Source: an optimization exercise on an open RTL-to-GDS flow (aim: small area, a short achievable clock period and few clock cycles per item). Production flows keep margins and buffers that such runs may drop.
At most, simulation tests tie the RTL to the original design; equivalence was not proved.
The RTL of runs 3 to 5 was laid out without a check of its function.
Power is estimated from default activity; no workload was simulated.

<file path="constraint.sdc">
create_clock -name core_clock -period 4.5 [get_ports {clk}]
set_input_delay 0.9000 -clock core_clock [delete_from_list [all_inputs] [get_ports {clk}]]
set_output_delay 0.9000 -clock core_clock [all_outputs]
set_load 0.01 [all_outputs]
</file>
<file path="design.v">
`timescale 1ns/100ps
package pipe_pkg;
  typedef logic [32-1:0] word_t;
  typedef logic [3-1:0]  reg_t;
  typedef logic [16-1:0]  imm_t;
  typedef enum logic [3:0] {
    OP_AND  = 4'd0,
    OP_NOT  = 4'd1,
    OP_OR   = 4'd2,
    OP_XOR  = 4'd3,
    OP_ADD  = 4'd4,
    OP_SUB  = 4'd5,
    OP_MOV0 = 4'd6,
    OP_MOV1 = 4'd7,
    OP_MOVI = 4'd8
  } opcode_t;
  typedef enum logic {
    FWD_RF = 1'b0,
    FWD_S3 = 1'b1
  } fwd_sel_t;
endpackage
`timescale 1ns/100ps
module inst_queue #(
  parameter int DEPTH = 13
) (
  input  logic        clk,
  input  logic        rst,
  input  logic        in_pass,
  input  logic [19:0] in_enc,
  input  logic        h_adv,
  output logic        in_accept,
  output logic        h_vld,
  output logic [19:0] h_enc
);
  logic [19:0] mem [DEPTH];
  logic [3:0]  wr_ptr;
  logic [3:0]  rd_ptr;
  logic [3:0]  cnt;
  logic        full_r;
  logic        empty_r;
  logic push;
  logic h_free;
  logic buf_wr;
  logic buf_rd;
  logic [3:0] cnt_nxt;
  assign push   = in_pass & ~full_r;
  assign h_free = ~h_vld | h_adv;
  assign buf_rd = h_free & ~empty_r;
  assign buf_wr = push & ~(h_free & empty_r);
  always_comb begin
    cnt_nxt = cnt;
    if (buf_wr & ~buf_rd) cnt_nxt = cnt + 4'd1;
    else if (buf_rd & ~buf_wr) cnt_nxt = cnt - 4'd1;
  end
  always_ff @(posedge clk) begin
    if (rst) begin
      wr_ptr  <= '0;
      rd_ptr  <= '0;
      cnt     <= '0;
      full_r  <= 1'b0;
      empty_r <= 1'b1;
      h_vld   <= 1'b0;
    end else begin
      if (buf_wr) wr_ptr <= (wr_ptr == 4'(DEPTH - 1)) ? 4'd0 : wr_ptr + 4'd1;
      if (buf_rd) rd_ptr <= (rd_ptr == 4'(DEPTH - 1)) ? 4'd0 : rd_ptr + 4'd1;
      cnt     <= cnt_nxt;
      full_r  <= (cnt_nxt == 4'(DEPTH));
      empty_r <= (cnt_nxt == 4'd0);
      if (h_free) h_vld <= ~empty_r | push;
    end
  end
  always_ff @(posedge clk) begin
    if (!full_r) mem[wr_ptr] <= in_enc;
  end
  always_ff @(posedge clk) begin
    if (h_free) h_enc <= empty_r ? in_enc : mem[rd_ptr];
  end
  assign in_accept = ~full_r;
endmodule
`timescale 1ns/100ps
module reg_file #(
  parameter int W = 8
) (
  input  logic  clk,
  input  pipe_pkg::reg_t ra0,
  input  pipe_pkg::reg_t ra1,
  input  logic           wen,
  input  pipe_pkg::reg_t wa,
  input  logic [W-1:0]   wdata,
  output logic [W-1:0]   rdata0,
  output logic [W-1:0]   rdata1
);
  localparam int N_REGS = 1 << 3;
  logic [W-1:0] mem [N_REGS];
  always_ff @(posedge clk) begin
    if (wen) mem[wa] <= wdata;
  end
  assign rdata0 = mem[ra0];
  assign rdata1 = mem[ra1];
endmodule
`timescale 1ns/100ps
module issue_stage (
  input  pipe_pkg::opcode_t in_op,
  input  pipe_pkg::reg_t    in_ra0,
  input  pipe_pkg::reg_t    in_ra1,
  input  pipe_pkg::reg_t    in_wa,
  input  pipe_pkg::imm_t    in_imm,
  output logic [19:0]       enc
);
  logic       movi;
  logic       arith;
  logic       sub;
  logic [3:0] lut;
  always_comb begin
    movi  = 1'b0;
    arith = 1'b0;
    sub   = 1'b0;
    case (in_op)
      pipe_pkg::OP_AND:  lut = 4'b1000;
      pipe_pkg::OP_NOT:  lut = 4'b0011;
      pipe_pkg::OP_OR:   lut = 4'b1110;
      pipe_pkg::OP_XOR:  lut = 4'b0110;
      pipe_pkg::OP_ADD:  begin lut = 4'b0000; arith = 1'b1; end
      pipe_pkg::OP_SUB:  begin lut = 4'b0000; arith = 1'b1; sub = 1'b1; end
      pipe_pkg::OP_MOV0: lut = 4'b1100;
      pipe_pkg::OP_MOV1: lut = 4'b1010;
      pipe_pkg::OP_MOVI: begin lut = 4'b0000; movi = 1'b1; end
      default:           lut = 4'b1100;
    endcase
  end
  assign enc = {in_wa, movi,
                movi ? in_imm : {4'b0000, lut, arith, sub, in_ra1, in_ra0}};
endmodule
`timescale 1ns/100ps
module exec_unit #(
  parameter int N = 8
) (
  input  logic            clk,
  input  logic            rst,
  input  logic            hold,
  input  logic            h_vld,
  input  logic [19:0]     h_enc,
  output logic            h_adv,
  output logic            out_vld,
  output pipe_pkg::reg_t  out_wa,
  output pipe_pkg::word_t out_wdata
);
  localparam int W = 32 / N;
  logic [N-1:0]          v;
  logic [N-1:0][2:0]     wa;
  logic [N-1:0][2:0]     ra0;
  logic [N-1:0][2:0]     ra1;
  logic [N-1:0]          movi;
  logic [N-1:0][3:0]     lut;
  logic [N-1:0]          arith;
  logic [N-1:0]          sub;
  logic [N-1:0]          cin;
  logic [N-1:0]          fwd0;
  logic [N-1:0]          fwd1;
  logic [N-1:0][15:0]    imm;
  logic [N-1:0][W-1:0]   opa;
  logic [N-1:0][W-1:0]   opb;
  logic [N-1:0][W-1:0]   r;
  logic [N-1:0][31:0]    cr;
  logic [31:0]           out_lo;
  logic [N-1:0]          in_v;
  logic [N-1:0][2:0]     in_wa;
  logic [N-1:0][2:0]     in_ra0;
  logic [N-1:0][2:0]     in_ra1;
  logic [N-1:0]          in_movi;
  logic [N-1:0][3:0]     in_lut;
  logic [N-1:0]          in_arith;
  logic [N-1:0]          in_sub;
  logic [N-1:0][15:0]    in_imm;
  logic [N-1:0][W-1:0]   rd0;
  logic [N-1:0][W-1:0]   rd1;
  logic [N-1:0]          ex;
  logic [N-1:0]          fr;
  logic [N-1:0][W-1:0]   a;
  logic [N-1:0][W-1:0]   b;
  logic [N-1:0][W-1:0]   res;
  logic [N-1:0]          cout;
  assign fr[N-1] = ~v[N-1] | ~hold;
  assign ex[N-1] = v[N-1] & ~hold;
  for (genvar k = 0; k < N - 1; k++) begin : g_adv
    assign fr[k] = ~v[k] | fr[k+1];
    assign ex[k] = v[k] & fr[k+1];
  end
  assign h_adv = fr[0];
  assign in_v[0]     = h_vld;
  assign in_wa[0]    = h_enc[19:17];
  assign in_ra0[0]   = h_enc[2:0];
  assign in_ra1[0]   = h_enc[5:3];
  assign in_movi[0]  = h_enc[16];
  assign in_lut[0]   = h_enc[16] ? 4'b1010 : h_enc[11:8];
  assign in_arith[0] = ~h_enc[16] & h_enc[7];
  assign in_sub[0]   = h_enc[6];
  assign in_imm[0]   = h_enc[15:0];
  for (genvar k = 1; k < N; k++) begin : g_in
    assign in_v[k]     = v[k-1];
    assign in_wa[k]    = wa[k-1];
    assign in_ra0[k]   = ra0[k-1];
    assign in_ra1[k]   = ra1[k-1];
    assign in_movi[k]  = movi[k-1];
    assign in_lut[k]   = lut[k-1];
    assign in_arith[k] = arith[k-1];
    assign in_sub[k]   = sub[k-1];
    assign in_imm[k]   = imm[k-1];
  end
  for (genvar k = 0; k < N; k++) begin : g_slice
    reg_file #(.W(W)) i_rf (
      .clk    (clk),
      .ra0    (in_ra0[k]),
      .ra1    (in_ra1[k]),
      .wen    (v[k]),
      .wa     (wa[k]),
      .wdata  (res[k]),
      .rdata0 (rd0[k]),
      .rdata1 (rd1[k])
    );
    always_ff @(posedge clk) begin
      if (rst) v[k] <= 1'b0;
      else if (fr[k]) v[k] <= in_v[k];
    end
    always_ff @(posedge clk) begin
      if (fr[k]) begin
        wa[k]    <= in_wa[k];
        ra0[k]   <= in_ra0[k];
        ra1[k]   <= in_ra1[k];
        movi[k]  <= in_movi[k];
        lut[k]   <= in_lut[k];
        arith[k] <= in_arith[k];
        sub[k]   <= in_sub[k];
        imm[k]   <= in_imm[k];
        fwd0[k]  <= ex[k] && (wa[k] == in_ra0[k]);
        fwd1[k]  <= ex[k] && (wa[k] == in_ra1[k]) && !in_movi[k];
        opa[k]   <= rd0[k];
        opb[k]   <= in_movi[k] ? ((k * W < 16) ? W'(in_imm[k] >> (k * W)) : '0) : rd1[k];
      end
    end
    assign a[k] = fwd0[k] ? r[k] : opa[k];
    assign b[k] = fwd1[k] ? r[k] : opb[k];
    logic [W+1:0] s;
    logic [W-1:0] l;
    logic         c;
    if (k == 0) begin : g_c0
      assign c = sub[k];
    end else begin : g_cn
      assign c = cin[k];
    end
    assign s = {1'b0, a[k], 1'b1} + {1'b0, b[k] ^ {W{sub[k]}}, c};
    always_comb begin
      for (int i = 0; i < W; i++) begin
        l[i] = lut[k][{a[k][i], b[k][i]}];
      end
    end
    assign res[k]  = arith[k] ? s[W:1] : l;
    assign cout[k] = s[W+1];
    always_ff @(posedge clk) begin
      if (ex[k]) r[k] <= res[k];
    end
    if (k > 0) begin : g_cin
      always_ff @(posedge clk) begin
        if (fr[k]) cin[k] <= cout[k-1];
      end
    end else begin : g_cin0
      assign cin[k] = 1'b0;
    end
    always_ff @(posedge clk) begin
      if (k < 2) cr[k] <= '0;
      else if (fr[k]) cr[k] <= cr[(k < 2) ? 0 : k-1] | (32'(r[(k < 2) ? 0 : k-2]) << ((k < 2) ? 0 : (k-2) * W));
    end
  end
  always_ff @(posedge clk) begin
    if (rst) out_vld <= 1'b0;
    else     out_vld <= ex[N-1];
  end
  always_ff @(posedge clk) begin
    out_wa <= wa[N-1];
    out_lo <= cr[N-1] | (32'(r[N-2]) << ((N-2) * W));
  end
  assign out_wdata = {r[N-1], out_lo[(N-1)*W-1:0]};
endmodule
`timescale 1ns/100ps
module precompute_pipe (
  input  logic    clk,
  input  logic    rst,
  input  logic    in_pass,
  input  logic [3:0]  in_op,
  input  logic [2:0]  in_ra0,
  input  logic [2:0]  in_ra1,
  input  logic [2:0]  in_wa,
  input  logic [15:0] in_imm,
  input  logic    hold,
  output logic    in_accept,
  output logic    out_vld,
  output logic [2:0]  out_wa,
  output logic [31:0] out_wdata
);
  logic [19:0] in_enc;
  logic        h_vld;
  logic [19:0] h_enc;
  logic        h_adv;
  issue_stage i_issue_stage (
    .in_op  (pipe_pkg::opcode_t'(in_op)),
    .in_ra0 (in_ra0),
    .in_ra1 (in_ra1),
    .in_wa  (in_wa),
    .in_imm (in_imm),
    .enc    (in_enc)
  );
  inst_queue #(.DEPTH(15 - 8)) i_inst_queue (
    .clk       (clk),
    .rst       (rst),
    .in_pass   (in_pass),
    .in_enc    (in_enc),
    .h_adv     (h_adv),
    .in_accept (in_accept),
    .h_vld     (h_vld),
    .h_enc     (h_enc)
  );
  exec_unit i_exec_unit (
    .clk       (clk),
    .rst       (rst),
    .hold      (hold),
    .h_vld     (h_vld),
    .h_enc     (h_enc),
    .h_adv     (h_adv),
    .out_vld   (out_vld),
    .out_wa    (out_wa),
    .out_wdata (out_wdata)
  );
endmodule
</file>
<file path="config.mk">
export PLATFORM = sky130hd
export DESIGN_NAME = precompute_pipe
export DESIGN_NICKNAME = precompute_pipe
export VERILOG_FILES = /design/flow/design.v
export SDC_FILE = /design/flow/constraint.sdc
export NUM_CORES = 4
export LEC_CHECK = 0
export CAP_MARGIN = 20
export CORE_MARGIN = 2
export CORE_UTILIZATION = 60
export CTS_CLUSTER_DIAMETER = 80
export CTS_CLUSTER_SIZE = 25
export PLACE_DENSITY = 0.75
export SETUP_SLACK_MARGIN = 2.1
export SLEW_MARGIN = 20
</file>
<file path="run.sh">
#!/bin/bash
# synth_recipe.tcl (not shown) runs the flow's synth.tcl, then flattens the netlist and writes it again
# the make line also repeats each setting of config.mk as NAME=value (left out here)
make -C /OpenROAD-flow-scripts/flow DESIGN_CONFIG=/design/flow/config.mk WORK_HOME=/design/flow/orfs CLKGATE_MAP_FILE= SYNTH_SCRIPT=/design/flow/synth_recipe.tcl finish
</file>
==> results of run 1 <==
stage by stage:
stage	utilization	cell area, sq um	total power [uW]	hold slack [ps]
finish	0.675	39000	26400	346
global route	0.675	39000	27700	351
CTS	0.664	38400	25700	348
detailed placement	0.635	36700	21200	327
global placement	0.635	36700	20900	327
floorplan	-	35400	18700	323
final cells by class:
cell class                      instances  area, sq um  area share
Inverter                               42          206     0.00529
Multi-Input combinational cell       1113        11200       0.286
Sequential cell                       831        24300       0.622
Clock inverter                          8         51.3     0.00131
Timing Repair Buffer                  132         1230      0.0316
Clock buffer                           64         1130      0.0291
Tap cell                              765          957      0.0245
synthesized netlist by cell type (all sizes together) (16+ instances only):
master / instances
clkbuf: 79
mux2: 96
nor4: 20
xnor2: 76
nand2: 140
xor2: 34
nor2: 98
dfxtp: 70
a21oi: 43
a21o: 16
nand2b: 36
ha: 33
buf: 29
mux4: 149
o21ai: 112
edfxtp: 761
nor3: 23
inv: 42
mux2i: 161
worst max-delay path, cell delays in order (launching register included):
cell	delay, ps
edfxtp_1	450
buf_6	170
buf_6	120
mux2i_4	190
xnor2_2	150
ha_2	370
nor3_2	50
nor2_2	140
o41ai_4	100
xor2_1	230
mux2i_4	110
buf_12	170
power groups by stage:
stage | clock network [uW] | logic (uW) | registers [uW]
floorplan | 0 | 6710 | 12000
global placement | 0 | 7250 | 13600
detailed placement | 0 | 7580 | 13700
CTS | 4120 | 8020 | 13500
global route | 4370 | 9520 | 13800
finish | 4030 | 8790 | 13600
metal layers:
metal | share of wire | vias up
li1 | - | 8166
met1 | 0.40 | 9183
met2 | 0.53 | 522
met3 | 0.049 | 115
met4 | 0.021 | 0
met5 | 0 | -
repair_timing:
action | CTS | global route
pin swaps | 6 | 9
gates resized for setup | 75 | 101
setup endpoints to repair | 406 | 217
cloned | 0 | 6
setup buffers | 31 | 14
cell families after synthesis:
kind of cell | Yosys count | share of synthesized area
flip-flops | 831 | 0.689
multiplexers | 406 | 0.172
AND/OR/NAND/NOR | 356 | 0.0471
AO/OA/AOI/OAI | 194 | 0.0316
buffers and inverters | 150 | 0.0171
XOR/XNOR | 110 | 0.0274
adder cells (fa/ha/maj) | 41 | 0.0160
flip-flops by register name, summed over array words and instances, names as in the netlist, 14 cells and up, named ones only:
name / flops
i_exec_unit.cr: 84
i_inst_queue.h_enc: 20
i_exec_unit.opa: 32
i_exec_unit.imm: 38
i_inst_queue.mem: 140
i_exec_unit.lut: 32
i_exec_unit.ra1: 14
i_exec_unit.wa: 24
i_exec_unit.r: 32
i_exec_unit.opb: 32
i_exec_unit.ra0: 14
i_exec_unit.out_lo: 28
i_exec_unit.g_slice.i_rf.mem: 256
how the worst max path moves through the flow:
stage / from / endpoint / slack (ps)
final: i_exec_unit.fwd1[0]$_DFFE_PP_ / i_exec_unit.g_slice[0].i_rf.mem[7][3]$_DFFE_PP_ / 2000
after global routing: i_exec_unit.fwd1[0]$_DFFE_PP_ / i_exec_unit.g_slice[0].i_rf.mem[0][3]$_DFFE_PP_ / 1950
after CTS: i_exec_unit.fwd1[0]$_DFFE_PP_ / i_exec_unit.g_slice[0].i_rf.mem[0][3]$_DFFE_PP_ / 1980
after detailed placement: hold / i_inst_queue.full_r$_SDFF_PP0_ / 910
after global placement: in_op[3] / register / 1030
after floorplan: hold / i_exec_unit.fwd1[1]$_DFFE_PP_ / 1430
==> summary.txt, run 1 <==
Placed design
  – Detailed placer's ending HPWL: 46700 um
  – Placed instance count: 2832
  – IO buf count: 69
  – Gpl congestion: 0.842
  – Worst slack at placement: 907 ps

GRT
  – M1 GR Usage: 0.295
  – Gr usage total: 0.229
  – Routing usage on met3: 0.0301
  – First-pass GRT wire length: 106000 um
  – Antenna violations before repair: 0
  – Global route overflow: 0
  – Pin count of the biggest net entering global routing: 50
  – M2 GR Usage: 0.415
  – Vias in the first global route: 18666
  – Most Crowded Layer GR: met2

Power and ir drop
  – Clk pwr share: 0.153
  – Sw frac: 0.338
  – Pwr/cell area: 676 nW/um^2
  – Int Pwr: 17500 uW
  – Sw Pwr: 8910 uW
  – Leak pwr: 0.0134 uW
  – Seq pwr share: 0.514
  – Peak VDD IR: 0.534 mV
  – Gate power share: 0.333

Timing
  – Final Max Slew Viols: 0
  – RSZ-0062 raised after global routing: yes
  – Maximum clock rate: 400 MHz
  – Hold Fails Final Rpt: 0
  – Tcrit/Tclk final: 0.555
  – Setup WS post-layout: 2000 ps
  – Final min period: 2500 ps
  – Max-slew headroom: 0.381
  – Worst-margin pin slew: 919 ps
  – Fin Clk Skew: 15.1 ps
  – TNS Setup: 0 ps
  – Finish-stage setup viols: 0

Finish
  – Diodes inserted: 0
  – Fill count: 3765
  – Fraction of layout cells with a size suffix above 1: 0.224
  – Area Overhead vs Synth: 10.8%
  – Most frequent cells in the layout: edfxtp_1, mux4_2, mux2i_1, nand2_1, nor2_1
  – Final std cells w/o fill: 2955
  – Most common cell after layout, fill and taps aside: edfxtp_1
  – Fin nets: 2233

Hold path
  – Worst hold endpoint: i_exec_unit.out_lo[3]$_DFF_P_
  – Worst Hold Class: reg2reg
  – WHS Path Cells: 0
  – Worst hold start: i_exec_unit.cr[227]$_DFFE_PP_

Clock tree
  – Root Buffer: clkbuf_16
  – Total CTS buffers: 40
  – Worst skew pair latency: 590 ps
  – Clk sink count: 831
  – Clock buffer depth: 3
  – Hold_buf cts: 0
  – Clock Pin Slew Worst Setup and Hold Paths: 90 ps
  – Number of H-tree levels: 2
  – CTS tree: built

Route
  – Vias post-DR: 17986
  – Drt total wl: 69200 um
  – Drt drc: 0
  – Drt initial violations: 1303
  – Final ANT Viol Nets: 0
  – Routed wire per std cell: 23.4 um
  – First-pass DRT Iterations: 8
  – Via density: 6.09

Worst setup path
  – Crit path DAT: 2850 ps
  – WP data required: 4850 ps
  – Worst Reg2Reg Path Length in Cells: 11
  – Crit path max fanout: 9
  – Reg2Reg Launch Point: i_exec_unit.fwd1[0]$_DFFE_PP_
  – WS Path Type: reg2reg
  – R2r setup slk: 2000 ps
  – Reg2reg end: i_exec_unit.g_slice[0].i_rf.mem[7][3]$_DFFE_PP_
  – Critical Path Sink Type: register
  – Startpoint Class: register

Synth
  – Yosys top cell by area: edfxtp_1
  – EDFF count, synth: 761
  – Top cells by area, synth: edfxtp_1, mux4_2, mux2i_1
  – Async SR Flop Fraction: 0
  – Synth Flop Type: edfxtp_1
  – Post-synthesis area per instance: 16.9 sq um
  – Seq/Total Area, Yosys: 0.689
  – Area share of the largest cell type after synthesis: 0.649
  – Yosys reg bits: 831
  – Post-synth cell types: 61
  – Synth Instances: 2088
  – Mapped Area: 35200 sq um
  – Synth Warn #: 4
  – Syn Nets: 2161

Die
  – Io pins: 70
  – # rows: 88
  – Die area: 60600 sq um
  – Die width: 246 um
  – Die height: 246 um
  – Initial core utilization: 0.609
  – Area of the core: 57800 sq um

Flow run
  – Max Cap Violations: 0

Status
  – Status: timing/DRC/antenna clean
Testbench counts, summed over its fixed seeds: cycles 12,080, items 12,000.
==> run 2, diff against run 1 <==
--- a/config.mk
+++ b/config.mk
@@ -8,8 +8,8 @@
 export CAP_MARGIN = 20
 export CORE_MARGIN = 2
-export CORE_UTILIZATION = 60
-export CTS_CLUSTER_DIAMETER = 80
-export CTS_CLUSTER_SIZE = 25
-export PLACE_DENSITY = 0.75
-export SETUP_SLACK_MARGIN = 2.1
+export CORE_UTILIZATION = 75
+export CTS_CLUSTER_DIAMETER = 100
+export CTS_CLUSTER_SIZE = 30
+export PLACE_DENSITY = 0.85
+export SETUP_SLACK_MARGIN = 2.0
 export SLEW_MARGIN = 20
==> run 2 against run 1 <==
Non-clock buffer count decreased by 11. Sequential share of layout area rose by 1.6 points. Largest power group unchanged. Combinational power is 5.5% lower.
==> summary.txt, run 2 <==
Timing
  – Worst-margin pin slew: 1100 ps
  – Finish-stage setup viols: 0
  – TNS Setup: 0 ps
  – Hold Fails Final Rpt: 0
  – Tcrit/Tclk final: 0.579
  – Max-slew headroom: 0.267
  – Final min period: 2600 ps
  – Fin Clk Skew: 16.3 ps
  – Final Max Slew Viols: 0
  – Maximum clock rate: 384 MHz
  – RSZ-0062 raised after global routing: yes

Synth
  – Async SR Flop Fraction: 0
  – Yosys top cell by area: edfxtp_1
  – Most frequent cell after synthesis: edfxtp_1
  – Top cells by count, synth: edfxtp_1, mux2i_1, mux4_2
  – Yosys reg bits: 831
  – Area share of the largest cell type after synthesis: 0.649
  – Syn Nets: 2161
  – Synth Flop Type: edfxtp_1
  – Top cells by area, synth: edfxtp_1, mux4_2, mux2i_1
  – Post-synth cell types: 61
  – Synth Instances: 2088
  – EDFF count, synth: 761
  – Seq/Total Area, Yosys: 0.689
  – Post-synthesis area per instance: 16.9 sq um
  – Synth Warn #: 4
  – Mapped Area: 35200 sq um

Power and ir drop
  – Leak pwr: 0.0130 uW
  – Peak VDD IR: 0.651 mV
  – Sw frac: 0.337
  – Pwr/cell area: 665 nW/um^2
  – Seq pwr share: 0.535
  – Gate power share: 0.329
  – Sw Pwr: 8520 uW
  – Final Power: 25300 uW
  – Int Pwr: 16800 uW
  – Clk pwr share: 0.136

Worst setup path
  – Startpoint Class: register
  – WP data required: 4890 ps
  – Crit path DAT: 3000 ps
  – R2r setup slk: 1900 ps
  – Critical Path Sink Type: register
  – Reg2reg end: i_exec_unit.g_slice[0].i_rf.mem[5][3]$_DFFE_PP_
  – Crit path max fanout: 9
  – Reg2Reg Launch Point: i_exec_unit.fwd1[0]$_DFFE_PP_
  – WS Path Type: reg2reg
  – Worst Reg2Reg Path Length in Cells: 8

Route
  – Drt total wl: 69300 um
  – Final ANT Viol Nets: 0
  – First-pass DRT Iterations: 6
  – Via density: 6.62
  – Vias post-DR: 18295
  – Drt drc: 0
  – Routed wire per std cell: 25.1 um
  – Drt initial violations: 1706

Finish
  – Diodes inserted: 0
  – Largest registers: i_exec_unit.g_slice.i_rf.mem (256), i_inst_queue.mem (140), i_exec_unit.cr (84)
  – Fin util: 0.819
  – Area Overhead vs Synth: 8.13%
  – Number of flip-flops in the largest register: 256
  – Fill count: 2241
  – Most common cell after layout, fill and taps aside: edfxtp_1
  – Fraction of layout cells with a size suffix above 1: 0.192
  – Biggest register: i_exec_unit.g_slice.i_rf.mem
  – Most frequent cells in the layout: edfxtp_1, mux4_2, mux2i_1
  – Fin nets: 2207

GRT
  – Vias in the first global route: 18773
  – Gr usage total: 0.287
  – Antenna violations before repair: 0
  – Pin count of the biggest net entering global routing: 50
  – First-pass GRT wire length: 105000 um
  – Global route overflow: 0

Die
  – Die area: 48700 sq um
  – Io pins: 70
  – # rows: 79
  – Die width: 221 um
  – Initial core utilization: 0.758
  – Area of the core: 46500 sq um
  – Die height: 221 um

Flow run
  – Max Cap Violations: 0

Placed design
  – Detailed placer's ending HPWL: 47200 um
  – IO buf count: 69
  – Gpl congestion: 0.869

Clock tree
  – Worst skew pair latency: 640 ps
  – Root Buffer: clkbuf_16
  – CTS tree: built
  – Clk sink count: 831
  – Hold_buf cts: 0
  – Number of H-tree levels: 1
  – Clock buffer depth: 3
  – Total CTS buffers: 31
  – Clock Pin Slew Worst Setup and Hold Paths: 110 ps

Hold path
  – Worst hold endpoint: i_exec_unit.out_lo[2]$_DFF_P_
  – Worst Hold Class: reg2reg
  – Worst hold start: i_exec_unit.cr[226]$_DFFE_PP_
  – WHS Path Cells: 0

Status
  – Status: timing/DRC/antenna clean
run 2: layout make-up:
type | count | area, sq um | area share
Timing Repair Buffer | 121 | 1120 | 0.0294
Multi-Input combinational cell | 1107 | 10800 | 0.285
Sequential cell | 831 | 24300 | 0.638
Tap cell | 607 | 759 | 0.0200
Clock buffer | 56 | 870 | 0.0228
Inverter | 42 | 206 | 0.00542
Clock inverter | 1 | 11.3 | 0.000296
run 2: per-stage QoR:
| step | hold WS, ps | cells | worst slack (ps) | area (sq um) |
|---|---|---|---|---|
| finish | 351 | 2765 | 1900 | 38100 |
| global route | 358 | 2765 | 1850 | 38100 |
| CTS | 351 | 2739 | 1990 | 37600 |
| detailed placement | 328 | 2673 | 869 | 36500 |
| global placement | 325 | 2673 | 994 | 36500 |
| floorplan | 323 | 2088 | 1430 | 35300 |
run 2: critical path, cell delays in order (launching register included):
cell and delay [ps]:
edfxtp_1 560, buf_4 200, mux2i_4 250, xnor2_1 90, ha_2 230, o41ai_2 390, xor2_1 320, mux2i_4 130
buf_12 170
run 2: logic make-up (layout without fill, tap and decap cells):
| kind of cell | count (synthesis) | count (layout) | share of synthesized area |
|---|---|---|---|
| adder cells (fa/ha/maj) | 41 | 41 | 0.0160 |
| AND/OR/NAND/NOR | 356 | 356 | 0.0471 |
| AO/OA/AOI/OAI | 194 | 194 | 0.0316 |
| flip-flops | 831 | 831 | 0.689 |
| buffers and inverters | 150 | 220 | 0.0171 |
| multiplexers | 406 | 406 | 0.172 |
| XOR/XNOR | 110 | 110 | 0.0274 |
run 2: worst max-delay path by stage:
stage	start	end	slack, ps	cells past startpoint
after floorplan	hold	i_exec_unit.fwd1[1]$_DFFE_PP_	1430	7
after global placement	in_op[3]	register	990	6
after detailed placement	in_op[3]	register	870	6
after CTS	i_exec_unit.r[29]$_DFFE_PP_	out_wdata[29]	1990	1
after global routing	i_exec_unit.fwd1[0]$_DFFE_PP_	i_exec_unit.g_slice[0].i_rf.mem[3][3]$_DFFE_PP_	1850	8
final	i_exec_unit.fwd1[0]$_DFFE_PP_	i_exec_unit.g_slice[0].i_rf.mem[5][3]$_DFFE_PP_	1900	8
run 2: repair_timing:
action	in CTS	in global routing
endpoints found under the setup margin	323	232
pin swaps	3	4
hold endpoints to repair	0	0
gates resized for setup	55	52
setup buffers	9	26
run 2: metal layers:
layer  global-route usage  vias to the layer above  wire (um)
li1                     -                     8110          -
met2                0.529                      709      37900
met1                0.365                     9334      25400
met5                    0                        -          0
met4               0.0889                        0       2240
met3               0.0238                      142       3760
run 2: power groups by stage:
stage	sequential (uW)	combinational, uW	clock (uW)
global placement	13600	7150	0
detailed placement	13600	7560	0
floorplan	12000	6690	0
finish	13500	8310	3440
global route	13700	9040	3690
CTS	13500	7870	3470
==> run 3, diff against run 2 <==
--- a/design.v
+++ b/design.v
@@ -195,5 +195,5 @@
   assign in_lut[0]   = h_enc[16] ? 4'b1010 : h_enc[11:8];
   assign in_arith[0] = ~h_enc[16] & h_enc[7];
-  assign in_sub[0]   = h_enc[6];
+  assign in_sub[0]   = ~h_enc[16] & h_enc[6];
   assign in_imm[0]   = h_enc[15:0];
   for (genvar k = 1; k < N; k++) begin : g_in
@@ -236,9 +236,10 @@
         fwd1[k]  <= ex[k] && (wa[k] == in_ra1[k]) && !in_movi[k];
         opa[k]   <= rd0[k];
-        opb[k]   <= in_movi[k] ? ((k * W < 16) ? W'(in_imm[k] >> (k * W)) : '0) : rd1[k];
+        opb[k]   <= in_movi[k] ? ((k * W < 16) ? W'(in_imm[k] >> (k * W)) : '0)
+                               : (rd1[k] ^ {W{in_sub[k]}});
       end
     end
     assign a[k] = fwd0[k] ? r[k] : opa[k];
-    assign b[k] = fwd1[k] ? r[k] : opb[k];
+    assign b[k] = fwd1[k] ? (r[k] ^ {W{sub[k]}}) : opb[k];
     logic [W+1:0] s;
     logic [W-1:0] l;
@@ -249,5 +250,5 @@
       assign c = cin[k];
     end
-    assign s = {1'b0, a[k], 1'b1} + {1'b0, b[k] ^ {W{sub[k]}}, c};
+    assign s = {1'b0, a[k], 1'b1} + {1'b0, b[k], c};
     always_comb begin
       for (int i = 0; i < W; i++) begin
--- a/config.mk
+++ b/config.mk
@@ -8,8 +8,8 @@
 export CAP_MARGIN = 20
 export CORE_MARGIN = 2
-export CORE_UTILIZATION = 75
+export CORE_UTILIZATION = 60
 export CTS_CLUSTER_DIAMETER = 100
 export CTS_CLUSTER_SIZE = 30
-export PLACE_DENSITY = 0.85
+export PLACE_DENSITY = 0.75
 export SETUP_SLACK_MARGIN = 2.0
 export SLEW_MARGIN = 20
==> run 3 against run 2 <==
Register-to-register slack about the same. Combinational power up 2%. Global-route usage down 5.4 points. Die area up 27%. Wire length up 3.4%. Cell count up 10%. Synthesized area up 2.3%. Sequential power about the same. Critical path type unchanged. Hold slack worse by 1.9 ps.
==> summary.txt, run 3 <==
Power and ir drop
  – Peak VDD IR: 0.370 mV
  – Leak pwr: 0.0137 uW
  – Final Power: 25900 uW
  – Sw Pwr: 8680 uW
  – Seq pwr share: 0.527
  – Clk pwr share: 0.147
  – Gate power share: 0.326
  – Pwr/cell area: 660 nW/um^2
  – Int Pwr: 17300 uW
  – Sw frac: 0.335

Timing
  – Final min period: 2600 ps
  – Tcrit/Tclk final: 0.579
  – Worst-margin pin slew: 1030 ps
  – Max-slew headroom: 0.308
  – Fin Clk Skew: 21.3 ps
  – Maximum clock rate: 384 MHz
  – Final Hold Slack: 349 ps
  – Hold Fails Final Rpt: 0
  – RSZ-0062 raised after global routing: yes
  – Final Max Slew Viols: 0
  – TNS Setup: 0 ps
  – Finish-stage setup viols: 0

Route
  – Via density: 6.15
  – First-pass DRT Iterations: 5
  – Final ANT Viol Nets: 0
  – Routed wire per std cell: 23.5 um
  – Vias post-DR: 18737
  – Drt drc: 0
  – Drt initial violations: 1871
  – Drt total wl: 71600 um

Finish
  – Number of flip-flops in the largest register: 256
  – Area Overhead vs Synth: 9.10%
  – Most common cell after layout, fill and taps aside: edfxtp_1
  – Fin nets: 2322
  – Fraction of layout cells with a size suffix above 1: 0.205
  – Biggest register: i_exec_unit.g_slice.i_rf.mem
  – Most frequent cells in the layout: edfxtp_1, mux4_2, nand2_1
  – Diodes inserted: 0
  – Fill count: 3968
  – Largest registers: i_exec_unit.g_slice.i_rf.mem (256), i_inst_queue.mem (140), i_exec_unit.cr (84)

Worst setup path
  – Startpoint Class: register
  – WS Path Type: reg2reg
  – WP data required: 4850 ps
  – Slowest cell on crit path: edfxtp_1
  – Critical Path Sink Type: register
  – CP cell instances: buf_4 -> xor2_1 -> mux2i_2 -> inv_1 -> ha_1 -> a21o_1 -> a21oi_2 -> xor2_1 -> xnor2_1 -> mux2_4
  – Crit path DAT: 2950 ps
  – Most common cell on crit path: xor2_1
  – Max stage delay on crit path: 410 ps
  – Crit path max fanout: 5

GRT
  – Pin count of the biggest net entering global routing: 52
  – Vias in the first global route: 19243
  – Most Crowded Layer GR: met2
  – Routing usage on met3: 0.0236
  – First-pass GRT wire length: 111000 um
  – Antenna violations before repair: 1
  – Global route overflow: 0
  – Gr usage total: 0.233
  – M1 GR Usage: 0.320
  – M2 GR Usage: 0.397

Flow run
  – Max Cap Violations: 0

Synth
  – Top cells by count, synth: edfxtp_1, nand2_1, mux4_2
  – Synth Instances: 2178
  – Seq/Total Area, Yosys: 0.681
  – Mapped Area: 36000 sq um
  – Post-synthesis area per instance: 16.5 sq um
  – Area share of the largest cell type after synthesis: 0.635
  – Top cells by area, synth: edfxtp_1, mux4_2, dfxtp_1
  – Post-synth cell types: 54
  – Async SR Flop Fraction: 0
  – Synth Flop Type: edfxtp_1
  – Synth Warn #: 4
  – EDFF count, synth: 762
  – Most frequent cell after synthesis: edfxtp_1
  – Syn Nets: 2252
  – Yosys reg bits: 844
  – Yosys top cell by area: edfxtp_1

Die
  – Io pins: 70
  – # rows: 89
  – Area of the core: 59200 sq um
  – Die width: 249 um
  – Die height: 249 um
  – Die area: 62000 sq um
  – Initial core utilization: 0.608

Clock tree
  – Worst skew pair latency: 590 ps
  – Total CTS buffers: 34
  – Clock buffer depth: 3
  – Root Buffer: clkbuf_16
  – Clk sink count: 844
  – Clock Pin Slew Worst Setup and Hold Paths: 110 ps
  – Number of H-tree levels: 2
  – CTS tree: built

Placed design
  – Gpl congestion: 0.860
  – Detailed placer's ending HPWL: 49000 um
  – IO buf count: 69

Status
  – Status: timing/DRC/antenna clean

Hold path
  – Worst Hold Class: reg2reg
[run 3: cell count changes after synthesis, sizes merged, moves of 12 or more]
cell	change
mux2	+15
mux2i	-28
nand2	+13
buf	+18
and2	+14
nor2	+22
dfxtp	+12
xor2	+55
xnor2	-23
o21ai	-30
clkbuf	-15
a211oi	+15
[run 3: path summary, 6_finish.rpt]
check,from,cells past startpoint,slack (ps),end
hold / removal,i_exec_unit.cr[241]$_DFFE_PP_,0,350,i_exec_unit.out_lo[17]$_DFF_P_
setup reg to reg,i_exec_unit.r[29]$_DFFE_PP_,10,1900,i_exec_unit.g_slice[7].i_rf.mem[7][3]$_DFFE_PP_
setup / recovery,i_exec_unit.r[29]$_DFFE_PP_,10,1900,i_exec_unit.g_slice[7].i_rf.mem[7][3]$_DFFE_PP_
hold reg to reg,i_exec_unit.cr[241]$_DFFE_PP_,0,350,i_exec_unit.out_lo[17]$_DFF_P_
[run 3: metal layers]
layer / up-vias / wire [um]
met1: 9525 / 29500
li1: 8445 / -
met4: 2 / 2120
met5: - / 17
met3: 131 / 3950
met2: 634 / 36000
[run 3: worst max-delay path: cells and delay by family (launching register included)]
family | cells | cell delay, ps
adders and majority gates | 1 | 350
buffers and inverters | 2 | 220
DFF | 1 | 410
muxes | 2 | 530
xor gates and xnor gates | 3 | 480
AOI/OAI and AO/OA | 2 | 360
[run 3: area by class of cell]
class,instances,area (sq um),area share
sequential,844,24500,0.624
timing repair inverter,1,5.00,0.000127
tap,773,967,0.0246
timing repair buffer,140,1240,0.0316
inverter,47,195,0.00497
clock buffer,58,1000,0.0256
clock inverter,3,33.8,0.000860
multi-input combinational,1180,11300,0.288
[run 3: through the flow]
stage,setup WS (ps),cell area [sq um],util,std cells
CTS,1930,38900,0.657,3026
global placement,1140,37400,0.632,2929
finish,1900,39300,0.663,3046
floorplan,1380,36100,-,2178
global route,1800,39300,0.663,3046
detailed placement,1090,37400,0.632,2929
[run 3: kinds of logic after synthesis]
kind of cell,after synthesis,share of synthesized area
AND/OR/NAND/NOR,405,0.0517
multiplexers,393,0.166
AO/OA/AOI/OAI,194,0.0322
buffers and inverters,158,0.0189
adder cells (fa/ha/maj),42,0.0162
XOR/XNOR,142,0.0345
flip-flops,844,0.681
[run 3: power by group through the flow]
stage,Clock (uW),Combinational [uW],Sequential [uW]
2_1_floorplan,0,6560,12200
4_1_cts,3900,8000,13700
3_3_place_gp,0,7110,13900
3_5_place_dp,0,7430,13900
5_1_grt,4150,9180,13900
6_report,3810,8450,13700
[run 3: repair_timing]
item	in CTS	in global routing
cloned	4	1
hold buffers	0	0
pin swaps	1	2
setup endpoints to repair	418	270
endpoints found under the hold margin	0	0
gates resized for setup	56	46
setup buffers	32	19
==> run 4, diff against run 3 <==
--- a/design.v
+++ b/design.v
@@ -173,4 +173,9 @@
   logic [N-1:0]          in_sub;
   logic [N-1:0][15:0]    in_imm;
+  logic [N-1:0][31:0]    in_cr;
+  logic [N-1:0][2:0]     rda0;
+  logic [N-1:0][2:0]     rda1;
+  logic [N-1:0]          rdmovi;
+  logic [N-1:0][15:0]    rdimm;
   logic [N-1:0][W-1:0]   rd0;
   logic [N-1:0][W-1:0]   rd1;
@@ -195,6 +200,7 @@
   assign in_lut[0]   = h_enc[16] ? 4'b1010 : h_enc[11:8];
   assign in_arith[0] = ~h_enc[16] & h_enc[7];
-  assign in_sub[0]   = ~h_enc[16] & h_enc[6];
+  assign in_sub[0]   = h_enc[6];
   assign in_imm[0]   = h_enc[15:0];
+  assign in_cr[0]    = '0;
   for (genvar k = 1; k < N; k++) begin : g_in
     assign in_v[k]     = v[k-1];
@@ -207,11 +213,16 @@
     assign in_sub[k]   = sub[k-1];
     assign in_imm[k]   = imm[k-1];
+    assign in_cr[k]    = cr[k-1] | (32'(res[k-1]) << ((k-1) * W));
   end
   for (genvar k = 0; k < N; k++) begin : g_slice
+    assign rda0[k]   = fr[k] ? in_ra0[k] : ra0[k];
+    assign rda1[k]   = fr[k] ? in_ra1[k] : ra1[k];
+    assign rdmovi[k] = fr[k] ? in_movi[k] : movi[k];
+    assign rdimm[k]  = fr[k] ? in_imm[k] : imm[k];
     reg_file #(.W(W)) i_rf (
       .clk    (clk),
-      .ra0    (in_ra0[k]),
-      .ra1    (in_ra1[k]),
-      .wen    (v[k]),
+      .ra0    (rda0[k]),
+      .ra1    (rda1[k]),
+      .wen    (ex[k]),
       .wa     (wa[k]),
       .wdata  (res[k]),
@@ -233,13 +244,15 @@
         sub[k]   <= in_sub[k];
         imm[k]   <= in_imm[k];
-        fwd0[k]  <= ex[k] && (wa[k] == in_ra0[k]);
-        fwd1[k]  <= ex[k] && (wa[k] == in_ra1[k]) && !in_movi[k];
-        opa[k]   <= rd0[k];
-        opb[k]   <= in_movi[k] ? ((k * W < 16) ? W'(in_imm[k] >> (k * W)) : '0)
-                               : (rd1[k] ^ {W{in_sub[k]}});
+        cr[k]    <= in_cr[k];
       end
     end
+    always_ff @(posedge clk) begin
+      fwd0[k] <= ex[k] && (wa[k] == in_ra0[k]);
+      fwd1[k] <= ex[k] && (wa[k] == in_ra1[k]) && !in_movi[k];
+      opa[k]  <= rd0[k];
+      opb[k]  <= rdmovi[k] ? ((k * W < 16) ? W'(rdimm[k] >> (k * W)) : '0) : rd1[k];
+    end
     assign a[k] = fwd0[k] ? r[k] : opa[k];
-    assign b[k] = fwd1[k] ? (r[k] ^ {W{sub[k]}}) : opb[k];
+    assign b[k] = fwd1[k] ? r[k] : opb[k];
     logic [W+1:0] s;
     logic [W-1:0] l;
@@ -250,5 +263,5 @@
       assign c = cin[k];
     end
-    assign s = {1'b0, a[k], 1'b1} + {1'b0, b[k], c};
+    assign s = {1'b0, a[k], 1'b1} + {1'b0, b[k] ^ {W{sub[k]}}, c};
     always_comb begin
       for (int i = 0; i < W; i++) begin
@@ -259,5 +272,5 @@
     assign cout[k] = s[W+1];
     always_ff @(posedge clk) begin
-      if (ex[k]) r[k] <= res[k];
+      r[k] <= res[k];
     end
     if (k > 0) begin : g_cin
@@ -268,8 +281,4 @@
       assign cin[k] = 1'b0;
     end
-    always_ff @(posedge clk) begin
-      if (k < 2) cr[k] <= '0;
-      else if (fr[k]) cr[k] <= cr[(k < 2) ? 0 : k-1] | (32'(r[(k < 2) ? 0 : k-2]) << ((k < 2) ? 0 : (k-2) * W));
-    end
   end
   always_ff @(posedge clk) begin
@@ -279,5 +288,5 @@
   always_ff @(posedge clk) begin
     out_wa <= wa[N-1];
-    out_lo <= cr[N-1] | (32'(r[N-2]) << ((N-2) * W));
+    out_lo <= cr[N-1];
   end
   assign out_wdata = {r[N-1], out_lo[(N-1)*W-1:0]};
==> run 4 against run 3 <==
Still clean on timing, DRC and antenna. Core utilization rose by 1.4 points. Clock skew is 2.8 ps higher. Global-route usage up 2.8 points. Sequential share of layout area decreased by 4.4 points. First-iteration DRC count rose by 10%. Critical path depth is the same. Clock-buffer cell count increased by 1. Non-clock buffer count rose by 37. Wire length is 16% higher. Clock power up 3%. Largest cell class unchanged. Largest power group unchanged.
==> summary.txt, run 4 <==
Route
  – Routed wire per std cell: 22.7 um
  – Vias post-DR: 22271
  – Drt drc: 0
  – Drt initial violations: 2059
  – First-pass DRT Iterations: 6
  – Via density: 6.09
  – Final ANT Viol Nets: 0
  – Drt total wl: 82800 um

Timing
  – Tcrit/Tclk final: 0.555
  – Final Max Slew Viols: 0
  – Finish-stage setup viols: 0
  – TNS Setup: 0 ps
  – Maximum clock rate: 401 MHz
  – Hold Fails Final Rpt: 0
  – Fin Clk Skew: 24.1 ps
  – Max-slew headroom: 0.263
  – Final Hold Slack: 339 ps
  – RSZ-0062 raised after global routing: yes
  – Final min period: 2500 ps
  – Worst-margin pin slew: 1090 ps
  – Setup WS post-layout: 2000 ps

Die
  – Io pins: 70
  – Die width: 252 um
  – Initial core utilization: 0.608
  – Die area: 63400 sq um
  – # rows: 90
  – Die height: 252 um
  – Area of the core: 60600 sq um

Finish
  – Fin area: 41000 sq um
  – Area Overhead vs Synth: 11.4%
  – Fin util: 0.677
  – Biggest register: i_exec_unit.g_slice.i_rf.mem
  – Diodes inserted: 0
  – Largest registers: i_exec_unit.g_slice.i_rf.mem (256), i_inst_queue.mem (140), i_exec_unit.cr (112)
  – Most frequent cells in the layout: edfxtp_1, nand2_1, mux2i_1
  – Most common cell after layout, fill and taps aside: edfxtp_1
  – Number of flip-flops in the largest register: 256
  – Fraction of layout cells with a size suffix above 1: 0.157
  – Fin nets: 2919

Hold path
  – WHS Path Cells: 0
  – Worst Hold Class: reg2reg

Synth
  – Area share of the largest cell type after synthesis: 0.514
  – Top cells by count, synth: edfxtp_1, nand2_1, mux2i_1
  – Post-synth cell types: 74
  – Syn Nets: 2827
  – Async SR Flop Fraction: 0
  – Mapped Area: 36800 sq um
  – Synth Flop Type: edfxtp_1
  – Yosys top cell by area: edfxtp_1
  – Seq/Total Area, Yosys: 0.645
  – EDFF count, synth: 630
  – Synth Warn #: 4
  – Most frequent cell after synthesis: edfxtp_1
  – Synth Instances: 2754
  – Yosys reg bits: 872
  – Top cells by area, synth: edfxtp_1, dfxtp_1, mux2i_1
  – Post-synthesis area per instance: 13.4 sq um

Clock tree
  – Clk sink count: 872
  – Total CTS buffers: 35
  – Worst skew pair latency: 610 ps
  – Hold_buf cts: 0
  – Root Buffer: clkbuf_16
  – Number of H-tree levels: 2
  – CTS tree: built
  – Clock Pin Slew Worst Setup and Hold Paths: 110 ps
  – Clock buffer depth: 3

Placed design
  – Gpl congestion: 0.899
  – IO buf count: 69
  – Dpl cell area: 38800 sq um
  – Worst slack at placement: 462 ps
  – Detailed placer's ending HPWL: 56900 um

Power and ir drop
  – Int Pwr: 17900 uW
  – Sw frac: 0.353
  – Leak pwr: 0.0150 uW
  – Clk pwr share: 0.142
  – Gate power share: 0.362
  – Pwr/cell area: 674 nW/um^2
  – Sw Pwr: 9760 uW
  – Peak VDD IR: 0.540 mV
  – Seq pwr share: 0.496

GRT
  – First-pass GRT wire length: 128000 um
  – Gr usage total: 0.261
  – Pin count of the biggest net entering global routing: 44
  – Antenna violations before repair: 0
  – Global route overflow: 0
  – Vias in the first global route: 22448

Worst setup path
  – Crit path DAT: 2990 ps
  – WS Path Type: in2reg
  – Critical Path Sink Type: register
  – Crit path max fanout: 8
  – Worst Reg2Reg Path Length in Cells: 8
  – Startpoint Class: primary input
  – WP data required: 5000 ps

Status
  – Status: timing/DRC/antenna clean

Flow run
  – Max Cap Violations: 0
run 4: stage by stage:
step	total power, uW	instances
2_1_floorplan	19700	2754
3_3_place_gp	22700	3528
3_5_place_dp	23100	3528
4_1_cts	27400	3629
5_1_grt	29100	3655
6_report	27700	3655
run 4: timing repair:
action | CTS | global route
buffers inserted | 33 | 22
gates cloned | 4 | 4
endpoints found under the setup margin | 667 | 207
gates resized for setup | 78 | 74
pin swaps | 7 | 5
run 4: cell families after synthesis:
group,share of synthesized area
compound gates,0.0649
xor+xnor,0.0262
flops,0.645
fa+ha+maj,0.0153
mux,0.138
buf+inv,0.0240
simple gates,0.0869
run 4: area by class of cell:
class | instances | area (sq um)
Clock buffer | 59 | 1010
Fill cell | 4164 | 19600
Multi-Input combinational cell | 1677 | 13000
Clock inverter | 5 | 52.6
Sequential cell | 872 | 23800
Inverter | 82 | 390
Timing Repair inverter | 1 | 11.3
Tap cell | 782 | 978
Timing Repair Buffer | 177 | 1750
run 4: per-layer routing:
| layer | GRT usage | routed length (um) | share of wire |
|---|---|---|---|
| met2 | 0.459 | 42300 | 0.51 |
| met1 | 0.346 | 34400 | 0.42 |
| met3 | 0.0269 | 3800 | 0.046 |
| met5 | 0 | 0 | 0 |
| met4 | 0.0735 | 2250 | 0.027 |
run 4: critical path: stages:
cell,delay [ps]
clkdlybuf4s15_2,220
and4_4,340
buf_6,140
and3_4,220
mux2i_4,280
buf_6,160
clkbuf_16,160
mux2i_1,200
mux2i_1,110
mux2_2,260
run 4: power groups by stage:
| stage | registers, uW | clock network [uW] | logic [uW] |
|---|---|---|---|
| after floorplan | 12800 | 0 | 6950 |
| after global routing | 13900 | 4290 | 10900 |
| after detailed placement | 13800 | 0 | 9230 |
| final | 13700 | 3920 | 10000 |
| after global placement | 13700 | 0 | 8900 |
| after CTS | 13700 | 4020 | 9660 |
run 4: worst paths after layout:
| check | to | slack [ps] | startpoint |
|---|---|---|---|
| setup / recovery | i_exec_unit.opa[11]$_DFF_P_ | 2000 | hold |
| hold / removal | i_exec_unit.out_lo[3]$_DFF_P_ | 340 | i_exec_unit.cr[227]$_DFFE_PP_ |
| setup reg to reg | i_exec_unit.opa[11]$_DFF_P_ | 2050 | i_exec_unit.v[3]$_SDFFE_PP0P_ |
| hold reg to reg | i_exec_unit.out_lo[3]$_DFF_P_ | 340 | i_exec_unit.cr[227]$_DFFE_PP_ |
==> run 5, diff against run 4 <==
--- a/config.mk
+++ b/config.mk
@@ -12,4 +12,4 @@
 export CTS_CLUSTER_SIZE = 30
 export PLACE_DENSITY = 0.75
-export SETUP_SLACK_MARGIN = 2.0
+export SETUP_SLACK_MARGIN = 2.5
 export SLEW_MARGIN = 20
==> run 5 against run 4 <==
Sequential cell count unchanged. Non-clock buffer count grew 176. Wire length rose by 13%. Global-route usage grew 1.9 points. Critical path type is now reg2reg. Power is 16% higher. Still clean on timing, DRC and antenna. Sequential share of layout area down 5.3 points. Hold slack improved by 11 ps. Highest routed layer unchanged. Sequential power barely moved. Cell count rose by 5.4%. Combinational power grew 41%. Register-to-register slack improved by 100 ps. First-iteration DRC count rose by 2.7%.
==> summary.txt, run 5 <==
Timing
  – Final Max Slew Viols: 0
  – Worst-margin pin slew: 994 ps
  – Tcrit/Tclk final: 0.522
  – Final min period: 2350 ps
  – RSZ-0062 raised after global routing: yes
  – Max-slew headroom: 0.335
  – Fin Clk Skew: 24.5 ps
  – Finish-stage setup viols: 0
  – Final Hold Slack: 350 ps
  – Maximum clock rate: 426 MHz
  – TNS Setup: 0 ps
  – Hold Fails Final Rpt: 0

Power and ir drop
  – Sw frac: 0.376
  – Leak pwr: 0.0168 uW
  – Int Pwr: 20000 uW
  – Final Power: 32100 uW
  – Sw Pwr: 12100 uW
  – Gate power share: 0.441
  – Seq pwr share: 0.435
  – Pwr/cell area: 709 nW/um^2
  – Peak VDD IR: 0.573 mV
  – Clk pwr share: 0.125

Synth
  – Synth Instances: 2754
  – Synth Flop Type: edfxtp_1
  – Synth Area in Simple Gates: 0.0869
  – Yosys reg bits: 872
  – Post-synthesis area per instance: 13.4 sq um
  – Post-synth cell types: 74
  – Post-Synth Adder-Cell Area: 0.0153
  – Top cells by count, synth: edfxtp_1, nand2_1, mux2i_1
  – Top cells by area, synth: edfxtp_1, dfxtp_1, mux2i_1
  – Async SR Flop Fraction: 0
  – Mapped Area: 36800 sq um
  – Mux cell area share after synthesis: 0.138
  – EDFF count, synth: 630
  – Yosys top cell by area: edfxtp_1
  – Seq/Total Area, Yosys: 0.645
  – Syn Nets: 2827
  – Post-synthesis xor/xnor area fraction: 0.0262
  – Area share of the largest cell type after synthesis: 0.514
  – Complex-gate fraction of the synthesized area: 0.0649
  – Most frequent cell after synthesis: edfxtp_1
  – Synth Warn #: 4
  – Largest family of logic cells by synthesized area: multiplexers

GRT
  – First-pass GRT wire length: 136000 um
  – Gr usage total: 0.279
  – Global route overflow: 0
  – Pin count of the biggest net entering global routing: 50
  – Antenna violations before repair: 0
  – Vias in the first global route: 23314

Route
  – Drt initial violations: 2114
  – Drt total wl: 93400 um
  – Vias post-DR: 23905
  – Drt drc: 0
  – Final ANT Viol Nets: 0
  – First-pass DRT Iterations: 6
  – Routed wire per std cell: 24.2 um
  – Via density: 6.20

Worst setup path
  – R2r setup slk: 2150 ps
  – Crit path max fanout: 8
  – Critical Path Sink: i_exec_unit.opb[13]$_DFF_P_
  – Max stage delay on crit path: 380 ps
  – Startpoint Class: register
  – WP data required: 5050 ps
  – Reg2Reg Launch Point: i_exec_unit.v[5]$_SDFFE_PP0P_
  – Buf+Inv Stages, Crit Path: 5
  – WS Path Type: reg2reg
  – Crit. Startpoint: i_exec_unit.v[5]$_SDFFE_PP0P_
  – Critical Path Sink Type: register
  – Worst Reg2Reg Path Length in Cells: 11
  – Cell family with most CP delay: buffers and inverters
  – Slowest cell on crit path: dfxtp_4
  – CP cell instances: and4_4 -> buf_12 -> inv_16 -> nor2_8 -> buf_6 -> mux2i_4 -> buf_12 -> buf_8 -> a21oi_1 -> a32oi_1 -> o221a_2
  – Crit path DAT: 2900 ps
  – Most common cell on crit path: buf_12
  – Reg2reg end: i_exec_unit.opb[13]$_DFF_P_
  – Levels on crit path: 11

Finish
  – Most frequent cells in the layout: edfxtp_1, nand2_1, mux2i_1
  – Area Overhead vs Synth: 22.8%
  – Fin nets: 3119
  – Biggest register: i_exec_unit.g_slice.i_rf.mem
  – Diodes inserted: 0
  – Number of flip-flops in the largest register: 256
  – Most common cell after layout, fill and taps aside: edfxtp_1
  – Fraction of layout cells with a size suffix above 1: 0.312
  – Largest registers: i_exec_unit.g_slice.i_rf.mem (256), i_inst_queue.mem (140), i_exec_unit.cr (112)

Placed design
  – Detailed placer's ending HPWL: 56600 um
  – IO buf count: 69
  – Gpl congestion: 0.947

Clock tree
  – Total CTS buffers: 36
  – Hold_buf cts: 0
  – Root Buffer: clkbuf_16
  – Clock Pin Slew Worst Setup and Hold Paths: 110 ps
  – Worst skew pair latency: 610 ps
  – Number of H-tree levels: 2
  – CTS tree: built
  – Clock buffer depth: 3
  – Clk sink count: 872

Die
  – Die width: 252 um
  – # rows: 90
  – Io pins: 70
  – Initial core utilization: 0.608
  – Area of the core: 60600 sq um
  – Die height: 252 um
  – Die area: 63400 sq um

Hold path
  – WHS Path Cells: 0
  – Worst Hold Class: reg2reg

Flow run
  – Max Cap Violations: 0

Status
  – Status: timing/DRC/antenna clean
==> run 5: cell counts after synthesis <==
Identical to the previous run, type by type.
==> run 5: logic make-up (layout without fill, tap and decap cells) <==
| family | count (synthesis) | count (layout) |
|---|---|---|
| fa+ha+maj | 41 | 41 |
| compound gates | 382 | 399 |
| simple gates | 709 | 710 |
| xor+xnor | 110 | 110 |
| flops | 872 | 872 |
| buf+inv | 207 | 506 |
| mux | 433 | 434 |
==> run 5: power groups by stage <==
stage               clock network, uW  registers (uW)  logic (uW)
finish                           4000           13900       14100
global route                     4330           14100       15000
CTS                              4050           13800       11700
detailed placement                  0           13900        9390
global placement                    0           13800        9070
floorplan                           0           12800        7380
==> run 5: per-layer routing <==
layer	track usage	share of wire	up-vias
met3	0.0362	0.062	220
met2	0.480	0.50	963
li1	-	-	10766
met1	0.378	0.41	11956
met5	0	0	-
met4	0.0752	0.034	0
==> run 5: how the worst min path moves through the flow <==
stage                                       start                              to  slack, ps
detailed placement  i_exec_unit.cr[233]$_DFFE_PP_   i_exec_unit.out_lo[9]$_DFF_P_        330
finish              i_exec_unit.cr[233]$_DFFE_PP_   i_exec_unit.out_lo[9]$_DFF_P_        350
global route        i_exec_unit.cr[232]$_DFFE_PP_   i_exec_unit.out_lo[8]$_DFF_P_        360
floorplan           i_exec_unit.cr[224]$_DFFE_PP_   i_exec_unit.out_lo[0]$_DFF_P_        320
CTS                 i_exec_unit.cr[233]$_DFFE_PP_   i_exec_unit.out_lo[9]$_DFF_P_        350
global placement    i_exec_unit.cr[251]$_DFFE_PP_  i_exec_unit.out_lo[27]$_DFF_P_        320
==> run 5: timing repair <==
action,CTS,global route
resized for setup,539,233
endpoints found under the setup margin,1058,425
pin swaps,108,92
gates cloned,25,15
buffers inserted,144,84
==> run 5: stage by stage <==
step                      worst slack (ps)  utilization  cell area [sq um]  cells
final                                 2150        0.747              45300   3854
after global routing                  2090        0.747              45300   3854
after CTS                             2270        0.714              43300   3755
after detailed placement               579        0.650              39400   3522
after global placement                 673        0.650              39400   3522
after floorplan                       1740            -              38200   2754
==> run 5: final cells by class <==
cell class / count / area, sq um
inverters: 82 / 460
flip-flops and latches: 872 / 23900
clock buffers: 56 / 997
fillers: 3679 / 15300
repair buffers: 353 / 3500
repair inverters: 7 / 58.8
well taps: 782 / 978
clock inverters: 8 / 77.6
multi-input cells: 1694 / 15300
==> run 6, diff against run 5 <==
--- a/design.v
+++ b/design.v
@@ -162,4 +162,8 @@
   logic [N-1:0][W-1:0]   opb;
   logic [N-1:0][W-1:0]   r;
+  logic [N-1:0]          wbv;
+  logic [N-1:0][2:0]     wbwa;
+  logic [N-1:0][W-1:0]   sk;
+  logic [N-1:0][W-1:0]   sl;
   logic [N-1:0][31:0]    cr;
   logic [31:0]           out_lo;
@@ -173,11 +177,8 @@
   logic [N-1:0]          in_sub;
   logic [N-1:0][15:0]    in_imm;
-  logic [N-1:0][31:0]    in_cr;
-  logic [N-1:0][2:0]     rda0;
-  logic [N-1:0][2:0]     rda1;
-  logic [N-1:0]          rdmovi;
-  logic [N-1:0][15:0]    rdimm;
   logic [N-1:0][W-1:0]   rd0;
   logic [N-1:0][W-1:0]   rd1;
+  logic [N-1:0]          byp0;
+  logic [N-1:0]          byp1;
   logic [N-1:0]          ex;
   logic [N-1:0]          fr;
@@ -202,5 +203,4 @@
   assign in_sub[0]   = h_enc[6];
   assign in_imm[0]   = h_enc[15:0];
-  assign in_cr[0]    = '0;
   for (genvar k = 1; k < N; k++) begin : g_in
     assign in_v[k]     = v[k-1];
@@ -213,18 +213,13 @@
     assign in_sub[k]   = sub[k-1];
     assign in_imm[k]   = imm[k-1];
-    assign in_cr[k]    = cr[k-1] | (32'(res[k-1]) << ((k-1) * W));
   end
   for (genvar k = 0; k < N; k++) begin : g_slice
-    assign rda0[k]   = fr[k] ? in_ra0[k] : ra0[k];
-    assign rda1[k]   = fr[k] ? in_ra1[k] : ra1[k];
-    assign rdmovi[k] = fr[k] ? in_movi[k] : movi[k];
-    assign rdimm[k]  = fr[k] ? in_imm[k] : imm[k];
     reg_file #(.W(W)) i_rf (
       .clk    (clk),
-      .ra0    (rda0[k]),
-      .ra1    (rda1[k]),
-      .wen    (ex[k]),
-      .wa     (wa[k]),
-      .wdata  (res[k]),
+      .ra0    (in_ra0[k]),
+      .ra1    (in_ra1[k]),
+      .wen    (wbv[k]),
+      .wa     (wbwa[k]),
+      .wdata  (r[k]),
       .rdata0 (rd0[k]),
       .rdata1 (rd1[k])
@@ -244,12 +239,18 @@
         sub[k]   <= in_sub[k];
         imm[k]   <= in_imm[k];
-        cr[k]    <= in_cr[k];
       end
     end
+    assign byp0[k] = wbv[k] && (wbwa[k] == in_ra0[k]);
+    assign byp1[k] = wbv[k] && (wbwa[k] == in_ra1[k]);
     always_ff @(posedge clk) begin
       fwd0[k] <= ex[k] && (wa[k] == in_ra0[k]);
       fwd1[k] <= ex[k] && (wa[k] == in_ra1[k]) && !in_movi[k];
-      opa[k]  <= rd0[k];
-      opb[k]  <= rdmovi[k] ? ((k * W < 16) ? W'(rdimm[k] >> (k * W)) : '0) : rd1[k];
+    end
+    always_ff @(posedge clk) begin
+      if (fr[k] && !byp0[k])                opa[k] <= rd0[k];
+      else if (fr[k] || fwd0[k])            opa[k] <= r[k];
+      if (fr[k] && in_movi[k])              opb[k] <= (k * W < 16) ? W'(in_imm[k] >> (k * W)) : '0;
+      else if (fr[k] && !byp1[k])           opb[k] <= rd1[k];
+      else if (fr[k] || fwd1[k])            opb[k] <= r[k];
     end
     assign a[k] = fwd0[k] ? r[k] : opa[k];
@@ -272,6 +273,15 @@
     assign cout[k] = s[W+1];
     always_ff @(posedge clk) begin
-      r[k] <= res[k];
+      r[k]    <= res[k];
+      wbwa[k] <= wa[k];
+    end
+    always_ff @(posedge clk) begin
+      if (rst) wbv[k] <= 1'b0;
+      else     wbv[k] <= ex[k];
     end
+    always_ff @(posedge clk) begin
+      if (wbv[k]) sk[k] <= r[k];
+    end
+    assign sl[k] = wbv[k] ? r[k] : sk[k];
     if (k > 0) begin : g_cin
       always_ff @(posedge clk) begin
@@ -281,4 +291,8 @@
       assign cin[k] = 1'b0;
     end
+    always_ff @(posedge clk) begin
+      if (k < 2) cr[k] <= '0;
+      else if (fr[k]) cr[k] <= cr[(k < 2) ? 0 : k-1] | (32'(sl[(k < 2) ? 0 : k-2]) << ((k < 2) ? 0 : (k-2) * W));
+    end
   end
   always_ff @(posedge clk) begin
@@ -288,5 +302,5 @@
   always_ff @(posedge clk) begin
     out_wa <= wa[N-1];
-    out_lo <= cr[N-1];
+    out_lo <= cr[N-1] | (32'(sl[N-2]) << ((N-2) * W));
   end
   assign out_wdata = {r[N-1], out_lo[(N-1)*W-1:0]};
--- a/config.mk
+++ b/config.mk
@@ -12,4 +12,4 @@
 export CTS_CLUSTER_SIZE = 30
 export PLACE_DENSITY = 0.75
-export SETUP_SLACK_MARGIN = 2.5
+export SETUP_SLACK_MARGIN = 2.0
 export SLEW_MARGIN = 20
==> run 6 against run 5 <==
Sequential power grew 6%. Synthesized cell count is 9.0% lower. Sequential share of layout area rose by 8.4 points. Critical endpoint is now i_exec_unit.opb[2]$_DFFE_PP_. Clock-buffer cell count rose by 4. Clock skew is essentially flat. Worst setup slack got worse by 110 ps.
==> summary.txt, run 6 <==
Status
  – Status: timing/DRC/antenna clean

Timing
  – Max-slew headroom: 0.524
  – Finish-stage setup viols: 0
  – Hold Fails Final Rpt: 0
  – RSZ-0062 raised after global routing: yes
  – Final Hold Slack: 347 ps
  – Fin Clk Skew: 24.9 ps
  – Worst-margin pin slew: 709 ps
  – Maximum clock rate: 406 MHz
  – Final Max Slew Viols: 0
  – TNS Setup: 0 ps
  – Final min period: 2460 ps
  – Tcrit/Tclk final: 0.547

Placed design
  – Gpl congestion: 0.868
  – IO buf count: 69
  – Detailed placer's ending HPWL: 54000 um

Clock tree
  – Clock buffer depth: 3
  – Hold_buf cts: 0
  – Worst skew pair latency: 620 ps
  – Clock Pin Slew Worst Setup and Hold Paths: 110 ps
  – Root Buffer: clkbuf_16
  – CTS tree: built
  – Clk sink count: 919
  – Number of H-tree levels: 2
  – Total CTS buffers: 37

Synth
  – Async SR Flop Fraction: 0
  – Synth Flop Type: edfxtp_1
  – Post-synth cell types: 67
  – Syn Nets: 2580
  – Post-synthesis area per instance: 15.4 sq um
  – Most frequent cell after synthesis: edfxtp_1
  – Top cells by count, synth: edfxtp_1, dfxtp_1, nand2_1
  – Yosys top cell by area: edfxtp_1
  – Seq/Total Area, Yosys: 0.658
  – Mapped Area: 38600 sq um
  – Synth Instances: 2507
  – Synth Warn #: 4
  – Yosys reg bits: 919
  – Area share of the largest cell type after synthesis: 0.545
  – Top cells by area, synth: edfxtp_1, dfxtp_1, mux4_2
  – EDFF count, synth: 701

Finish
  – Fraction of layout cells with a size suffix above 1: 0.169
  – Diodes inserted: 0
  – Most common cell after layout, fill and taps aside: edfxtp_1
  – Number of flip-flops in the largest register: 256
  – Fin nets: 2606
  – Largest registers: i_exec_unit.g_slice.i_rf.mem (256), i_inst_queue.mem (140), i_exec_unit.cr (84)
  – Most frequent cells in the layout: edfxtp_1, nand2_1, dfxtp_1
  – Area Overhead vs Synth: 7.79%
  – Fill count: 4500
  – Biggest register: i_exec_unit.g_slice.i_rf.mem

Route
  – Drt drc: 0
  – Via density: 6.06
  – Vias post-DR: 20690
  – First-pass DRT Iterations: 5
  – Final ANT Viol Nets: 0
  – Routed wire per std cell: 22.9 um
  – Drt total wl: 78200 um
  – Drt initial violations: 1799

GRT
  – Routing usage on met3: 0.0220
  – Gr usage total: 0.237
  – Vias in the first global route: 21353
  – M1 GR Usage: 0.312
  – Global route overflow: 0
  – Pin count of the biggest net entering global routing: 47
  – Most Crowded Layer GR: met2
  – M2 GR Usage: 0.420
  – First-pass GRT wire length: 123000 um
  – Antenna violations before repair: 0

Die
  – Die height: 258 um
  – Io pins: 70
  – Initial core utilization: 0.603
  – Die area: 66400 sq um
  – # rows: 93
  – Area of the core: 64000 sq um
  – Die width: 258 um

Worst setup path
  – Critical Path Sink Type: register
  – Crit path max fanout: 8
  – WP data required: 4880 ps
  – Reg2reg end: i_exec_unit.cin[1]$_DFFE_PP_
  – Startpoint Class: primary input
  – Worst Reg2Reg Path Length in Cells: 8
  – Reg2Reg Launch Point: i_exec_unit.fwd1[0]$_DFF_P_
  – R2r setup slk: 2140 ps
  – Crit path DAT: 2840 ps
  – WS Path Type: in2reg

Hold path
  – Worst hold endpoint: i_exec_unit.out_lo[0]$_DFF_P_
  – Worst hold start: i_exec_unit.cr[224]$_DFFE_PP_
  – WHS Path Cells: 0
  – Worst Hold Class: reg2reg

Power and ir drop
  – Leak pwr: 0.0145 uW
  – Peak VDD IR: 0.468 mV
  – Pwr/cell area: 634 nW/um^2

Flow run
  – Max Cap Violations: 0
run 6: cell count changes after synthesis, sizes merged, moves of 33 or more:
cell	delta
mux2i	-128
mux4	+109
nand2	-183
edfxtp	+71
mux2	+60
inv	-33
xnor2	+51
nand3	-36
run 6: how the worst max path moves through the flow:
stage                                         endpoint  slack [ps]                   startpoint  cells past startpoint
after floorplan            i_exec_unit.fwd0[3]$_DFF_P_        1910                         hold                      8
after global placement    i_exec_unit.opb[0]$_DFFE_PP_         970                         hold                      7
after detailed placement  i_exec_unit.opb[2]$_DFFE_PP_         830                         hold                      7
after CTS                 i_exec_unit.cin[1]$_DFFE_PP_        2000     i_exec_unit.r[0]$_DFF_P_                      8
after global routing      i_exec_unit.cin[1]$_DFFE_PP_        1950  i_exec_unit.fwd1[0]$_DFF_P_                      8
final                     i_exec_unit.opb[2]$_DFFE_PP_        2040                         hold                      8
run 6: kinds of logic (layout without fill, tap and decap cells):
kind of cell,after synthesis,in the layout,share of synthesized area
fa+ha+maj,41,41,0.0146
xor+xnor,157,157,0.0356
buf+inv,174,227,0.0188
mux,474,474,0.176
compound gates,270,270,0.0405
flops,919,919,0.658
simple gates,472,473,0.0562
run 6: stage by stage:
stage / cell area, sq um / total power (uW) / setup WS, ps / util / std cells
final: 41600 / 26400 / 2040 / 0.650 / 3416
after global routing: 41600 / 27900 / 1950 / 0.650 / 3416
after CTS: 41400 / 26500 / 2000 / 0.647 / 3405
after detailed placement: 40100 / 22300 / 830 / 0.627 / 3324
after global placement: 40100 / 21900 / 973 / 0.627 / 3323
after floorplan: 38700 / 19800 / 1910 / - / 2507
run 6: power by group:
group | switching, uW | internal, uW
logic | 3220 | 4210
clock network | 2490 | 1630
registers | 2870 | 12000
total | 8580 | 17800
run 6: timing repair:
action	4_1_cts	5_1_grt
cloned	3	2
gates resized for setup	38	26
buffers inserted	11	9
endpoints found under the hold margin	0	0
pin swaps	1	0
endpoints found under the setup margin	231	48
run 6: final cells by class:
cell class	count	area, sq um	area share
flip-flops and latches	919	25500	0.612
multi-input cells	1415	12600	0.304
repair buffers	118	1160	0.0278
well taps	855	1070	0.0257
clock buffers	60	1020	0.0246
inverters	41	170	0.00409
clock inverters	7	95.1	0.00228
repair inverters	1	5.00	0.000120
run 6: worst max-delay path, stage by stage:
cell and delay, ps:
clkdlybuf4s50_1 540, and2_4 220, buf_6 180, nand4_1 130, buf_4 210, buf_12 140, nand2_1 150, mux2_2 370
run 6: routing by layer:
metal,vias to the layer above,share of wire
met2,561,0.52
met4,0,0.029
met3,148,0.043
li1,9494,-
met1,10487,0.41
met5,-,0
Testbench counts of run 6, summed over its fixed seeds: cycles 12,080, items 12,000.

Setup slack of run 6, layout unchanged: 2.039 ns with ideal ports, 1.990 ns with driving cells assumed (clock clkbuf_16, inputs buf_2), 1.407 ns with port delays also shifted by the 0.664 ns mid clock arrival.
